Context: an optimization exercise on an open-source flow, tuned for small area, a short achievable clock period and few clock cycles per item. The choices shown serve that exercise and are no tape-out recipe.

// mult_arbiter
module mult_arbiter #(
    parameter bit RR_EN = 1'b1
) (
    input  logic               clk,
    input  logic               rst,
    input  logic               req0_valid,
    input  logic signed [31:0] req0_a,
    input  logic signed [31:0] req0_b,
    output logic               req0_ready,
    input  logic               req1_valid,
    input  logic signed [31:0] req1_a,
    input  logic signed [31:0] req1_b,
    output logic               req1_ready,
    output logic               res_valid,
    input  logic               res_ready,
    output logic signed [63:0] res_data,
    output logic               res_id,
    output logic               busy
);
Size in the first run: ~2900 cells after synthesis.
clock: 10.0 ns
lec_check: 0
cap_margin: 20
core_margin: 2
core_utilization: 60
setup_slack_margin: 5
slew_margin: 20
standard.sh (not shown) runs the stock make flow with config.mk's settings and CLKGATE_MAP_FILE= SYNTH_SCRIPT=/design/flow/synth_recipe.tcl, a recipe that flattens the netlist after the stock synthesis.
==> flow/flow/run.sh <==
#!/bin/bash
# Standard ORFS layout (the standard.sh) with these changes:
#  - synthesis skips Yosys's internal "abc -fast" pre-mapping (synth -noabc),
#    so extract_fa maps the RTL's full adders without inverter pairs;
#  - the final abc mapping uses flow/abc.script (abc "map" instead of "&nf");
#  - port buffers use the smallest buffer cell (buf_1);
set -euo pipefail
HERE=$(pwd)
{
  sed -n '1s/-noshare {\*}/-noshare -noabc {*}/p' synth_recipe.tcl
  cat <<EOT
proc abc {args} {
  set i [lsearch -exact \$args -script]
  if {\$i >= 0} { set args [lreplace \$args [expr {\$i+1}] [expr {\$i+1}] $HERE/flow/abc.script] }
  yosys abc {*}\$args
}
EOT
  sed '1d' synth_recipe.tcl
} > flow_synth.tcl
grep -q -- '-noabc' flow_synth.tcl
sed "s#SYNTH_SCRIPT=[^ ]*#SYNTH_SCRIPT=$HERE/flow_synth.tcl#" standard.sh > flow_standard.sh
grep -q "SYNTH_SCRIPT=$HERE/flow_synth.tcl" flow_standard.sh
export BUFFER_PORTS_ARGS="-buffer_cell sky130_fd_sc_hd__buf_1"
EXTRA=()
if [[ -f flow/make_args.txt ]]; then
  while read -r l; do [[ -n "$l" ]] && EXTRA+=("$l"); done < flow/make_args.txt
fi
bash flow_standard.sh "${EXTRA[@]}" finish > flow_make.log 2>&1
==> flow/flow/abc.script <==
strash
dch
map -B 0.9
topo
stime -c
buffer -c
upsize -c
dnsize -c
==> flow/flow/make_args.txt <==
SETUP_SLACK_MARGIN=5.4
Change:
==> flow/flow/make_args.txt (replaced) <==
SETUP_SLACK_MARGIN=5.3
Outcome: The changed run went through all stages and came out clean; utilization fell by 1.0 points; count of clock-buffer cells in the layout does not change; global-route usage went down by 0.33 points; synthesized cell count stays the same; via count falls by 0.49%.
Function was not checked in any run of this note: the RTL went through the layout flow alone.

Another version of the RTL of mult_arbiter (not shown whole).
Size: about 210 flip-flops, ~200 I/O pins.
export LEC_CHECK = 0
export CAP_MARGIN = 20
export CORE_MARGIN = 2
export CORE_UTILIZATION = 60
export SETUP_SLACK_MARGIN = 5
export SLEW_MARGIN = 20
create_clock -name core_clock -period 10.0 [get_ports {clk}]
==> flow/flow/make_args.txt <==
SETUP_SLACK_MARGIN=5.3
Scripts as last shown in full above: flow/flow/run.sh, flow/flow/abc.script
The first run completed with no timing, DRC or antenna violations.
==> next run, changes <==
==> flow/flow/make_args.txt (replaced) <==
SETUP_SLACK_MARGIN=5.5
--- a/flow/config.mk
+++ b/flow/config.mk
@@ -8,5 +8,5 @@
 export CAP_MARGIN = 20
 export CORE_MARGIN = 2
-export CORE_UTILIZATION = 60
+export CORE_UTILIZATION = 50
 export SETUP_SLACK_MARGIN = 5
 export SLEW_MARGIN = 20
Sequential cell count is unchanged.
Cell count rose by 5.7%.
Sequential share of layout area fell by 1.6 points.
Final area rose by 9.9%.
Non-clock buffer count rose by 95.
Via count hardly moves.
Routed wire length rose by 5.5%.
==> next run, changes <==
==> flow/flow/run.sh (replaced) <==
#!/bin/bash
# Standard ORFS layout with three changes:
#  - synthesis skips Yosys's internal "abc -fast" pre-mapping (synth -noabc),
#    so extract_fa maps the RTL's full adders without inverter pairs;
#  - the final abc mapping uses flow/abc_map.script (abc "map" instead of "&nf");
#  - port buffers use the smallest buffer cell (buf_1).
# Flattening, renaming and register mapping are synth_recipe.tcl unchanged.
set -euo pipefail
HERE=$(pwd)
{
  sed -n '1s/-noshare {\*}/-noshare -noabc {*}/p' synth_recipe.tcl
  cat <<EOT
proc abc {args} {
  set i [lsearch -exact \$args -script]
  if {\$i >= 0} { set args [lreplace \$args [expr {\$i+1}] [expr {\$i+1}] $HERE/flow/abc_map.script] }
  yosys abc {*}\$args
}
EOT
  sed '1d' synth_recipe.tcl
} > flow_synth.tcl
grep -q -- '-noabc' flow_synth.tcl
sed "s#SYNTH_SCRIPT=[^ ]*#SYNTH_SCRIPT=$HERE/flow_synth.tcl#" standard.sh > flow_standard.sh
grep -q "SYNTH_SCRIPT=$HERE/flow_synth.tcl" flow_standard.sh
export BUFFER_PORTS_ARGS="-buffer_cell sky130_fd_sc_hd__buf_1"
bash flow_standard.sh finish > flow_make.log 2>&1
==> flow/flow/abc_map.script (new file) <==
strash
dch
map -B 0.9
topo
stime -c
buffer -c
upsize -c
dnsize -c
removed: flow/flow/abc.script
removed: flow/flow/make_args.txt
Outcome: Core utilization came out lower by 7.2 points. Setup slack is worse by 0.21 ns. Via count came out lower by 4.3%. Cell count shrinks by 2.6%. First-iteration DRC count decreases by 8.1%. Hold slack is better by 0.0037 ns.
==> next run, changes <==
--- a/flow/config.mk
+++ b/flow/config.mk
@@ -8,5 +8,5 @@
 export CAP_MARGIN = 20
 export CORE_MARGIN = 2
-export CORE_UTILIZATION = 50
-export SETUP_SLACK_MARGIN = 5
+export CORE_UTILIZATION = 40
+export SETUP_SLACK_MARGIN = 4.5
 export SLEW_MARGIN = 20
Outcome:
- The changed run ran to the end with no violations
- final cell count grows by 4.5%
- count of clock-buffer cells in the layout shrinks by 2
- wire length shrinks by 1.8%
- design area grows by about 0.75%
- non-clock buffer count shrinks by 2
- synthesized cell count does not change
- synthesized area is unchanged
- via count shrinks by about 3.4%
- first-iteration DRC count shrinks by 12%
No functional check of the RTL was part of any run of this note.

## port drivers added, routing unchanged
Ports are ideal in the flow. The routed layouts listed here were re-timed in OpenROAD.
Step 1: set_driving_cell puts a clkbuf_16 on clk and a buf_2 on each other input, an assumption about the parent block.
Step 2 adds t to the input delays and takes it off the output delays; t is the mean of the earliest and latest rising clock arrival at the registers after step 1. Input paths then give back, and output paths get back, about the clock's delay inside the block.
Three values: ideal ports, drivers, drivers and shift; two values: the first two.
| run | t (ns) | slack for setup (ns) | worst data-port slew with drivers (ns) |
|---|---|---|---|
| the first run of note 1 | 0.569 | 5.340 / 5.279 / 5.368 | 0.06 |
| the second run of note 1 | 0.571 | 5.360 / 5.298 / 5.361 | 0.06 |
| the first run of note 2 | 0.623 | 5.305 / 5.267 / 5.267 | 0.04 |
| the second run of note 2 | 0.617 | 5.289 / 5.234 / 5.234 | 0.05 |
| the third run of note 2 | 0.628 | 5.074 / 5.058 / 5.058 | 0.04 |
| the fourth run of note 2 | 0.643 | 4.855 / 4.829 / 4.829 | 0.05 |
After both steps every run listed still meets setup and hold. The setup slack of the second run of note 2, which loses most, moves by -0.055 ns with the drivers and by -0.055 ns with both steps.
